This is an optimization exercise on Yosys and OpenROAD, whose aim is small area, a short achievable clock period and few clock cycles, not a production implementation.
In this exercise RTL edits were held to simulation tests only and were not proved equivalent to the original.

==> flow/design.v <==
package cdiv_pkg;
  localparam int NUM_W = 16;   
  localparam int DEN_W = 8;    
endpackage
import cdiv_pkg::*;
module complex_divider
(
  input  logic             clk,
  input  logic             rst_n,
  input  logic             in_valid,
  output logic             in_ready,
  input  logic [NUM_W-1:0] num_real,
  input  logic [NUM_W-1:0] num_imag,
  input  logic [DEN_W-1:0] den_real,
  input  logic [DEN_W-1:0] den_imag,
  output logic             out_valid,
  input  logic             out_ready,
  output logic [NUM_W-1:0] quo_real,
  output logic [NUM_W-1:0] quo_imag,
  output logic             div_zero,
  output logic             sat
);
  localparam logic [15:0] ROWREG = 16'hFFFF;
  logic adv;
  assign in_ready = adv;
  logic               v0;
  logic signed [15:0] nr, ni;
  logic signed [7:0]  dr, di;
  always_ff @(posedge clk or negedge rst_n) begin
    if (!rst_n)   v0 <= 1'b0;
    else if (adv) v0 <= in_valid;
  end
  always_ff @(posedge clk) begin
    if (adv) begin
      nr <= num_real;
      ni <= num_imag;
      dr <= den_real;
      di <= den_imag;
    end
  end
  logic signed [4:0]  drl, dil;
  logic signed [3:0]  drh, dih;
  logic signed [20:0] pl_c, ph_c, ql_c, qh_c;
  logic        [15:0] d_c;
  assign drl  = {1'b0, dr[3:0]};
  assign dil  = {1'b0, di[3:0]};
  assign drh  = dr[7:4];
  assign dih  = di[7:4];
  assign pl_c = nr * drl + ni * dil;
  assign ph_c = nr * drh + ni * dih;
  assign ql_c = ni * drl - nr * dil;
  assign qh_c = ni * drh - nr * dih;
  assign d_c  = 16'(dr * dr + di * di);
  logic signed [20:0] pl_q, ph_q, ql_q, qh_q;
  logic        [15:0] d1_q;
  logic               v1;
  always_ff @(posedge clk or negedge rst_n) begin
    if (!rst_n)   v1 <= 1'b0;
    else if (adv) v1 <= v0;
  end
  always_ff @(posedge clk) begin
    if (adv) begin
      pl_q <= pl_c;
      ph_q <= ph_c;
      ql_q <= ql_c;
      qh_q <= qh_c;
      d1_q <= d_c;
    end
  end
  logic signed [24:0] p_s, q_s;
  logic        [15:0] d_s;
  logic               v_s;
  always_ff @(posedge clk or negedge rst_n) begin
    if (!rst_n)   v_s <= 1'b0;
    else if (adv) v_s <= v1;
  end
  always_ff @(posedge clk) begin
    if (adv) begin
      p_s <= 25'(pl_q) + (25'(ph_q) <<< 4);
      q_s <= 25'(ql_q) + (25'(qh_q) <<< 4);
      d_s <= d1_q;
    end
  end
  logic [16:0][15:0] rr0, rr1;
  logic [16:0][15:0] zz0, zz1;
  logic [16:0]       sg0, sg1, ov0, ov1, vv;
  logic [16:0][15:0] dd;
  logic [23:0] pa, qa;
  assign pa = p_s[24] ? 24'(-p_s) : p_s[23:0];
  assign qa = q_s[24] ? 24'(-q_s) : q_s[23:0];
  assign rr0[0] = {8'd0, pa[23:16]};
  assign rr1[0] = {8'd0, qa[23:16]};
  assign zz0[0] = pa[15:0];
  assign zz1[0] = qa[15:0];
  assign sg0[0] = p_s[24];
  assign sg1[0] = q_s[24];
  assign ov0[0] = {8'd0, pa[23:16]} >= d_s;
  assign ov1[0] = {8'd0, qa[23:16]} >= d_s;
  assign dd[0]  = d_s;
  assign vv[0]  = v_s;
  genvar r;
  for (r = 0; r < 16; r++) begin : g_row
    localparam int RW = (r + 9 < 16) ? r + 9 : 16;   
    logic [RW-1:0] t0, t1;
    logic [16:0]   s0, s1;
    logic          b0, b1;
    logic [15:0]   n0, n1, m0, m1;
    assign t0 = {rr0[r][RW-2:0], zz0[r][15]};
    assign t1 = {rr1[r][RW-2:0], zz1[r][15]};
    assign s0 = 17'(t0) - {1'b0, dd[r]};
    assign s1 = 17'(t1) - {1'b0, dd[r]};
    assign b0 = ~s0[16];
    assign b1 = ~s1[16];
    assign n0 = b0 ? 16'(s0[RW-1:0]) : 16'(t0);
    assign n1 = b1 ? 16'(s1[RW-1:0]) : 16'(t1);
    assign m0 = {zz0[r][14:0], b0};
    assign m1 = {zz1[r][14:0], b1};
    if (ROWREG[r]) begin : g_reg
      localparam int OW = (RW < 15) ? RW : 15;       
      logic [OW-1:0] rq0, rq1;
      logic [15:0]   zq0, zq1, dq;
      logic          sq0, sq1, oq0, oq1, vq;
      always_ff @(posedge clk or negedge rst_n) begin
        if (!rst_n)   vq <= 1'b0;
        else if (adv) vq <= vv[r];
      end
      always_ff @(posedge clk) begin
        if (adv) begin
          rq0 <= n0[OW-1:0];
          rq1 <= n1[OW-1:0];
          zq0 <= m0;
          zq1 <= m1;
          sq0 <= sg0[r];
          sq1 <= sg1[r];
          oq0 <= ov0[r];
          oq1 <= ov1[r];
          dq  <= dd[r];
        end
      end
      assign rr0[r+1] = 16'(rq0);
      assign rr1[r+1] = 16'(rq1);
      assign zz0[r+1] = zq0;
      assign zz1[r+1] = zq1;
      assign sg0[r+1] = sq0;
      assign sg1[r+1] = sq1;
      assign ov0[r+1] = oq0;
      assign ov1[r+1] = oq1;
      assign dd[r+1]  = dq;
      assign vv[r+1]  = vq;
    end else begin : g_comb
      assign rr0[r+1] = n0;
      assign rr1[r+1] = n1;
      assign zz0[r+1] = m0;
      assign zz1[r+1] = m1;
      assign sg0[r+1] = sg0[r];
      assign sg1[r+1] = sg1[r];
      assign ov0[r+1] = ov0[r];
      assign ov1[r+1] = ov1[r];
      assign dd[r+1]  = dd[r];
      assign vv[r+1]  = vv[r];
    end
  end
  function automatic logic [16:0] sign_sat(input logic [15:0] mag,
                                           input logic ovf, input logic neg);
    logic [16:0] res;
    if (!neg) begin
      if (ovf || mag[15])                  res = {1'b1, 16'h7FFF};
      else                                 res = {1'b0, mag};
    end else begin
      if (ovf || (mag[15] && |mag[14:0]))  res = {1'b1, 16'h8000};
      else                                 res = {1'b0, 16'(-mag)};
    end
    sign_sat = res;
  endfunction
  logic [16:0] f0, f1;
  logic        fdz;
  logic [33:0] res_c;
  assign f0    = sign_sat(zz0[16], ov0[16], sg0[16]);
  assign f1    = sign_sat(zz1[16], ov1[16], sg1[16]);
  assign fdz   = (dd[16] == 16'd0);
  assign res_c = fdz ? {32'd0, 1'b1, 1'b0}
                     : {f0[15:0], f1[15:0], 1'b0, f0[16] | f1[16]};
  logic        arrive, take;
  logic [1:0]  cnt, cnt_nxt;
  logic [33:0] skid;
  assign arrive = adv && vv[16];
  assign take   = out_valid && out_ready;
  always_comb begin
    cnt_nxt = cnt;
    case ({arrive, take})
      2'b10:   cnt_nxt = cnt + 2'd1;
      2'b01:   cnt_nxt = cnt - 2'd1;
      default: cnt_nxt = cnt;
    endcase
  end
  always_ff @(posedge clk or negedge rst_n) begin
    if (!rst_n) begin
      cnt       <= 2'd0;
      out_valid <= 1'b0;
      adv       <= 1'b1;
    end else begin
      cnt       <= cnt_nxt;
      out_valid <= (cnt_nxt != 2'd0);
      adv       <= (cnt_nxt != 2'd2);
    end
  end
  logic head_load, head_from_skid, skid_load;
  assign head_from_skid = (cnt == 2'd2);
  assign head_load      = (cnt == 2'd0) || take;
  assign skid_load      = arrive && (cnt == 2'd1) && !take;
  always_ff @(posedge clk) begin
    if (head_load && (head_from_skid || arrive))
      {quo_real, quo_imag, div_zero, sat} <= head_from_skid ? skid : res_c;
    if (skid_load)
      skid <= res_c;
  end
endmodule
==> flow/run.sh <==
#!/bin/bash
# synth_recipe.tcl (not shown) runs the flow's synth.tcl, then flattens the netlist and writes it again
# the make line also repeats each setting of config.mk as NAME=value (left out here)
make -C /OpenROAD-flow-scripts/flow DESIGN_CONFIG=/design/flow/config.mk WORK_HOME=/design/flow/orfs CLKGATE_MAP_FILE= SYNTH_SCRIPT=/design/flow/synth_recipe.tcl finish
==> flow/config.mk <==
export PLATFORM = sky130hd
export DESIGN_NAME = complex_divider
export DESIGN_NICKNAME = complex_divider
export VERILOG_FILES = /design/flow/design.v
export SDC_FILE = /design/flow/constraint.sdc
export NUM_CORES = 4
export LEC_CHECK = 0
export CAP_MARGIN = 20
export CORE_MARGIN = 2
export CORE_UTILIZATION = 40
export SETUP_SLACK_MARGIN = 5
export SLEW_MARGIN = 20
==> flow/constraint.sdc <==
create_clock -name core_clock -period 9.0 [get_ports {clk}]
set_input_delay 1.8000 -clock core_clock [delete_from_list [all_inputs] [get_ports {clk}]]
set_output_delay 1.8000 -clock core_clock [all_outputs]
set_load 0.01 [all_outputs]
==> results of run 1 <==
## layer usage
metal  track usage, %  vias to the layer above  wire (um)
met1             19.8                    29100      83500
met3             2.39                      471       7680
met5                0                        -          0
met4             6.77                        0       8850
li1                 -                    28300          -
met2             31.7                     1075     111000
## flip-flops by register name, indices dropped and copies added (netlist names), 21 cells and up
signal,flops
g_row.g_reg.rq1,204
ql_q,21
ph_q,21
qh_q,21
q_s,25
g_row.g_reg.dq,256
skid,34
pl_q,21
g_row.g_reg.zq0,256
g_row.g_reg.zq1,256
p_s,25
g_row.g_reg.rq0,204
## path summary, 6_finish.rpt
kind                                   startpoint                endpoint  slack [ns]  depth (start not counted)
setup / recovery                            dr[2]                d1_q[15]        3.31                         21
hold / removal             g_row[5].g_reg.zq1[14]  g_row[6].g_reg.zq1[15]        0.39                          0
setup reg to reg                            dr[2]                d1_q[15]        3.31                         21
hold reg to reg            g_row[5].g_reg.zq1[14]  g_row[6].g_reg.zq1[15]        0.39                          0
max in group asynchronous                   rst_n                     adv        7.70                          1
min in group asynchronous                   rst_n      g_row[15].g_reg.vq        0.93                          1
## critical path, stage by stage (launching register included)
cell and delay, ns:
edfxtp_1 0.43, buf_6 0.16, buf_12 0.14, buf_6 0.12, and2_4 0.16, fa_1 0.50, inv_2 0.05, fa_2 0.46
fa_1 0.50, inv_2 0.04, fa_1 0.50, fa_1 0.56, inv_2 0.04, fa_1 0.48, inv_2 0.05, ha_4 0.23
a21oi_4 0.14, nor2b_2 0.06, o2111ai_1 0.17, nand3_1 0.12, o41a_1 0.33, xnor2_1 0.14
## logic make-up after synthesis
| logic type | count (synthesis) | share of synthesized area [%] |
|---|---|---|
| flip-flops | 1545 | 48.1 |
| AO/OA/AOI/OAI | 1149 | 7.68 |
| AND/OR/NAND/NOR | 1745 | 9.04 |
| XOR/XNOR | 480 | 4.37 |
| buffers and inverters | 1190 | 4.67 |
| adder cells (fa/ha/maj) | 1353 | 21.9 |
| multiplexers | 373 | 4.30 |
## cell usage after synthesis, drive strengths merged, types with 55 or more instances
cell type / number
nand2b: 124
and2: 332
nor2: 373
inv: 1039
mux2: 327
clkbuf: 127
nor2b: 88
xor2: 155
fa: 549
edfxtp: 1522
a21oi: 322
a21o: 125
or3: 64
nand2: 474
a21boi: 55
nand3: 56
o21ai: 288
xnor2: 325
ha: 804
nor3: 101
## repair_timing
item | CTS | global route
hold buffers | 0 | 0
endpoints found under the setup margin | 301 | 360
buffers inserted | 214 | 68
resized for setup | 418 | 253
cloned | 12 | 6
pin swaps | 180 | 192
## layout make-up
cell class | instances | area (um2) | share of cell area (%)
Clock inverter | 101 | 1230 | 1.09
Multi-Input combinational cell | 5101 | 48200 | 42.7
Inverter | 1039 | 3920 | 3.47
Clock buffer | 207 | 4420 | 3.92
Timing Repair Buffer | 455 | 4810 | 4.26
Sequential cell | 1545 | 46300 | 41.0
Antenna cell | 3 | 7.51 | 0.00665
Tap cell | 3185 | 3990 | 3.53
==> notes.md, run 1 <==
starting DRC count in detailed routing=2837; final hold slack=0.394 ns; vias in the first global route=62300; total clock sinks=1545; largest net degree at the start of global routing=164; Rel. slew slack=27.1%; Non-Filler Cell Area, Final=0.113 mm2; Die Span Y=495 um; final hold viol count=0; GP Congestion=0.849; Yosys reg bits=1545; synthesized area=0.0963 mm2; CP max FO=7; clock skew=0.0616 ns; top_reg_cell synth=edfxtp_1; Total Wirelength=212000 um; Final nets=9718; Max Cap Violations=0; post-synthesis cell type count=81; CTS Buf Count=171; Ports=88; ranking of synthesized cells by area=edfxtp_1 47%, fa_1 11%, ha_1 10%, inv_1 4.0%, mux2_2 3.6%; layout cells sized above 1=16.4%; Via Count=59000; post-route core utilization=47.1%; final setup fails=0; # fillers=21100; Least-Margin Pin Slew=1.09 ns; Setup WS pre-CTS=2.30 ns; Peak Freq=176 MHz; critical path class=reg2reg; TNS Setup=0 ns; GR Util All Layers=17.1%; filler-free cell count of the finished design=11600; Die W=495 um; placed insts=11000; initial antenna violation count=6; TritonRoute pass-1 iters=7; biggest area consumer among synthesized cells=edfxtp_1; vias per inst=5.07; commonest cells after routing, fill and taps aside=1522 x edfxtp_1, 986 x inv_1, 732 x ha_1, 533 x fa_1, 455 x nand2_1; CTS H-tree depth=4; RSZ-0062 raised after global routing=yes; Area growth syn-to-layout=17.2%; min cycle time layout=5.69 ns; die area=0.245 mm2; Req. time, crit path=9.51 ns; Syn Nets=9240; dpl cell area=0.101 mm2; number of flops mapped to enable cells by yosys=1522; row count=180; IO Port Bufs=87; hpwl dp=146000 um; Gate Count Post-Synth=7835; outcome=complete, no violations; clock transition at the registers of the reported paths=0.06 ns; commonest non-fill, non-tap cell in the layout=edfxtp_1; initial core utilization=40.1%; Final Max Slew Viols=0; first-pass GRT wire length=334000 um; Async SR Flop Fraction=1.49%; yosys warns=1; clk root buf=clkbuf_16; Max Buffers Root-to-Sink=3; Setup crit start kind=register; mean cell area of the mapped netlist=12.3 um2; crit path DAT=6.20 ns; Worst-Skew Late Latency=0.82 ns; core area=0.240 mm2; DRT antenna net count=0; Remaining DRCs=0; CP Capture Type=register; min-delay worst type=reg2reg; Final Worst Setup Slack=3.31 ns; Final period util=63.2%; Seq/Total Area, Yosys=48.1%; wire length per cell=18.2 um; CTS tree=yes; top-area cell type share of the netlist area=47.5%; total gr overflow=0
Testbench counts, summed over its fixed seeds: cycles 2,560.
==> inputs of run 2 (changes only) <==
--- a/flow/config.mk
+++ b/flow/config.mk
@@ -8,5 +8,4 @@
 export CAP_MARGIN = 20
 export CORE_MARGIN = 2
 export CORE_UTILIZATION = 40
-export SETUP_SLACK_MARGIN = 5
 export SLEW_MARGIN = 20
==> run 2 against run 1 <==
Design area fell by 5.2%. Clock skew increased by 0.00086 ns. Register-to-register slack got worse by 0.97 ns. First-iteration DRC count is 7.5% lower. Still clean. Setup slack got worse by 0.97 ns. Utilization decreased by 2.5 points. Via count down 3.4%. Highest routed layer is now met5. Die area unchanged. Largest cell class is now flip-flops and latches. Sequential cell count did not move. Synthesized area unchanged.
==> notes.md, run 2 <==
Seq/Total Area, Yosys=48.1%; Synth top cells by count=1522 x edfxtp_1, 1038 x inv_1, 804 x ha_1; biggest area consumer among synthesized cells=edfxtp_1; synthesized area=0.0963 mm2; Die Span Y=495 um; yosys warns=1; Worst Hold Path Cells=0; Peak Freq=150 MHz; Non-Filler Cell Area, Final=0.107 mm2; Async SR Flop Fraction=1.49%; min-delay worst type=reg2reg; outcome=complete, no violations; top-area cell type share of the netlist area=47.5%; Top Registers=g_row.g_reg.dq (256), g_row.g_reg.zq0 (256), g_row.g_reg.zq1 (256); Max Buffers Root-to-Sink=3; total clock sinks=1545; Worst-Skew Late Latency=0.82 ns; IO Port Bufs=87; clock skew=0.0625 ns; Via Count=56900; Ports=88; fraction of synthesized area in multiplexers=4.30%; dpl cell area=0.101 mm2; hold_buf cts=0; TNS Setup=0 ns; clk root buf=clkbuf_16; RSZ-0062 raised after global routing=no; final setup fails=0; first-pass GRT wire length=318000 um; # fillers=21600; largest net degree at the start of global routing=164; Max Cap Violations=0; Final Max Slew Viols=0; worst setup path startpoint=di[1]; Area growth syn-to-layout=11.1%; post-synthesis cell type count=81; top-count cell post-synth=edfxtp_1; mean cell area of the mapped netlist=12.3 um2; Post-Synth XOR/XNOR Area=4.37%; top_reg_cell synth=edfxtp_1; R2R Path Start=di[1]; Syn Nets=9240; GR Util All Layers=16.2%; flip-flop and latch area=0.0463 mm2; # Post-CTS Setup Buffers=0; initial antenna violation count=5; Synth Area in Adders=21.9%; commonest non-fill, non-tap cell in the layout=edfxtp_1; wire length per cell=17.3 um; hpwl dp=146000 um; core area=0.240 mm2; die area=0.245 mm2; Final nets=9418; final hold viol count=0; vias per inst=5.02; crit path DAT=7.27 ns; Gate Count Post-Synth=7835; clock transition at the registers of the reported paths=0.06 ns; CP Capture Type=register; post-CTS resize count=0; Yosys reg bits=1545; simple-gate share of the synthesized area=9.04%; initial core utilization=40.1%; DRT antenna net count=0; Remaining DRCs=0; CTS H-tree depth=4; layout cells sized above 1=8.78%; Rel. slew slack=26.5%; starting DRC count in detailed routing=2624; Final period util=73.9%; number of flops mapped to enable cells by yosys=1522; total gr overflow=0; Least-Margin Pin Slew=1.09 ns; min cycle time layout=6.65 ns; HP Start=g_row[5].g_reg.zq1[14]; Die W=495 um; ranking of synthesized cells by area=edfxtp_1 47%, fa_1 11%, ha_1 10%, inv_1 4.0%, mux2_2 3.6%; CP max FO=15; TritonRoute pass-1 iters=5; vias in the first global route=60500; Reg2Reg Depth=20; largest family of logic cells by synthesized area=adder cells; Setup crit start kind=register; CTS Buf Count=171; Multi-input gate area=0.0457 mm2; Total Wirelength=196000 um; commonest cells after routing, fill and taps aside=1522 x edfxtp_1, 1037 x inv_1, 802 x ha_1, 549 x fa_1, 473 x nand2_1; CTS tree=yes; row count=180; Antenna Diode Count=0; compound-cell area share of the yosys netlist=7.68%; GP Congestion=0.849; critical path class=reg2reg; Req. time, crit path=9.62 ns
run 2: cell counts after synthesis:
No cell type changed its count.
run 2: area by class of cell:
| cell class | count | share of cell area (%) |
|---|---|---|
| Clock buffer | 207 | 4.14 |
| Tap cell | 3185 | 3.72 |
| Inverter | 1039 | 3.65 |
| Sequential cell | 1545 | 43.3 |
| Clock inverter | 101 | 1.15 |
| Multi-Input combinational cell | 5100 | 42.7 |
| Timing Repair Buffer | 156 | 1.37 |
run 2: kinds of logic after synthesis:
logic type | after synthesis
XOR/XNOR | 480
adder cells (fa/ha/maj) | 1353
flip-flops | 1545
buffers and inverters | 1190
AND/OR/NAND/NOR | 1745
multiplexers | 373
AO/OA/AOI/OAI | 1149
run 2: worst paths after layout:
check                                              end  slack (ns)
min in group asynchronous           g_row[15].g_reg.vq        0.94
worst min register to register  g_row[6].g_reg.zq1[15]        0.39
max in group asynchronous                          adv        7.69
worst min-delay path            g_row[6].g_reg.zq1[15]        0.39
worst max register to register                ql_q[20]        2.35
worst max-delay path                          ql_q[20]        2.35
run 2: per-stage QoR:
stage / util, % / hold slack, ns / setup WS, ns / cells
detailed placement: 42.2 / 0.405 / 2.30 / 11000
floorplan: - / 0.400 / -1.67 / 7835
global placement: 42.2 / 0.400 / 2.35 / 11000
finish: 44.6 / 0.393 / 2.35 / 11300
CTS: 44.6 / 0.388 / 2.24 / 11300
global route: 44.6 / 0.402 / 1.90 / 11300
run 2: critical path, cell delays in order, from the launching register on:
cell and delay (ns):
edfxtp_1 0.97, buf_4 0.33, and2_1 0.17, fa_1 0.43, ha_1 0.31, inv_1 0.07
fa_1 0.43, fa_1 0.49, inv_1 0.05, fa_1 0.47, inv_1 0.04, ha_1 0.32
nor2b_1 0.15, o21ai_0 0.19, a21boi_0 0.15, o21ai_0 0.28, a211oi_1 0.15, a211oi_1 0.86
o21ai_0 0.23, and3_1 0.21, a211oi_1 0.17
run 2: per-layer routing:
metal | up-vias | GRT usage, % | share of wire (%)
li1 | 27700 | - | -
met1 | 28000 | 18.8 | 41
met2 | 877 | 30.2 | 53
met3 | 397 | 2.14 | 3.1
met4 | 2 | 5.57 | 3.2
met5 | - | 0 | 0.0056

what the ideal ports hide:
How much do the figures lean on ideal ports? The routed layouts below were timed once more, with nothing changed but the port constraints.
Step 1: set_driving_cell puts a clkbuf_16 on clk and a buf_2 on each other input, an assumption about the parent block.
Step 2 moves the port delays by t, midway between the first and last clock arrival at a register: inputs arrive t later, outputs are due t later. That takes back most of the time a late clock gives input paths.
Slacks: no drivers / after step 1 / after step 2; pairs: no drivers / after step 1.
run	t, ns	setup WS [ns]	worst setup path at the end	clock arrival spread, ns	pins driven straight from the clock port
run 1	0.891	3.311 / 3.311 / 3.311	register to register	0.079 / 0.079	1
run 2	0.891	2.346 / 2.346 / 2.346	register to register	0.078 / 0.078	1
After both steps setup and hold are still met in every run listed.
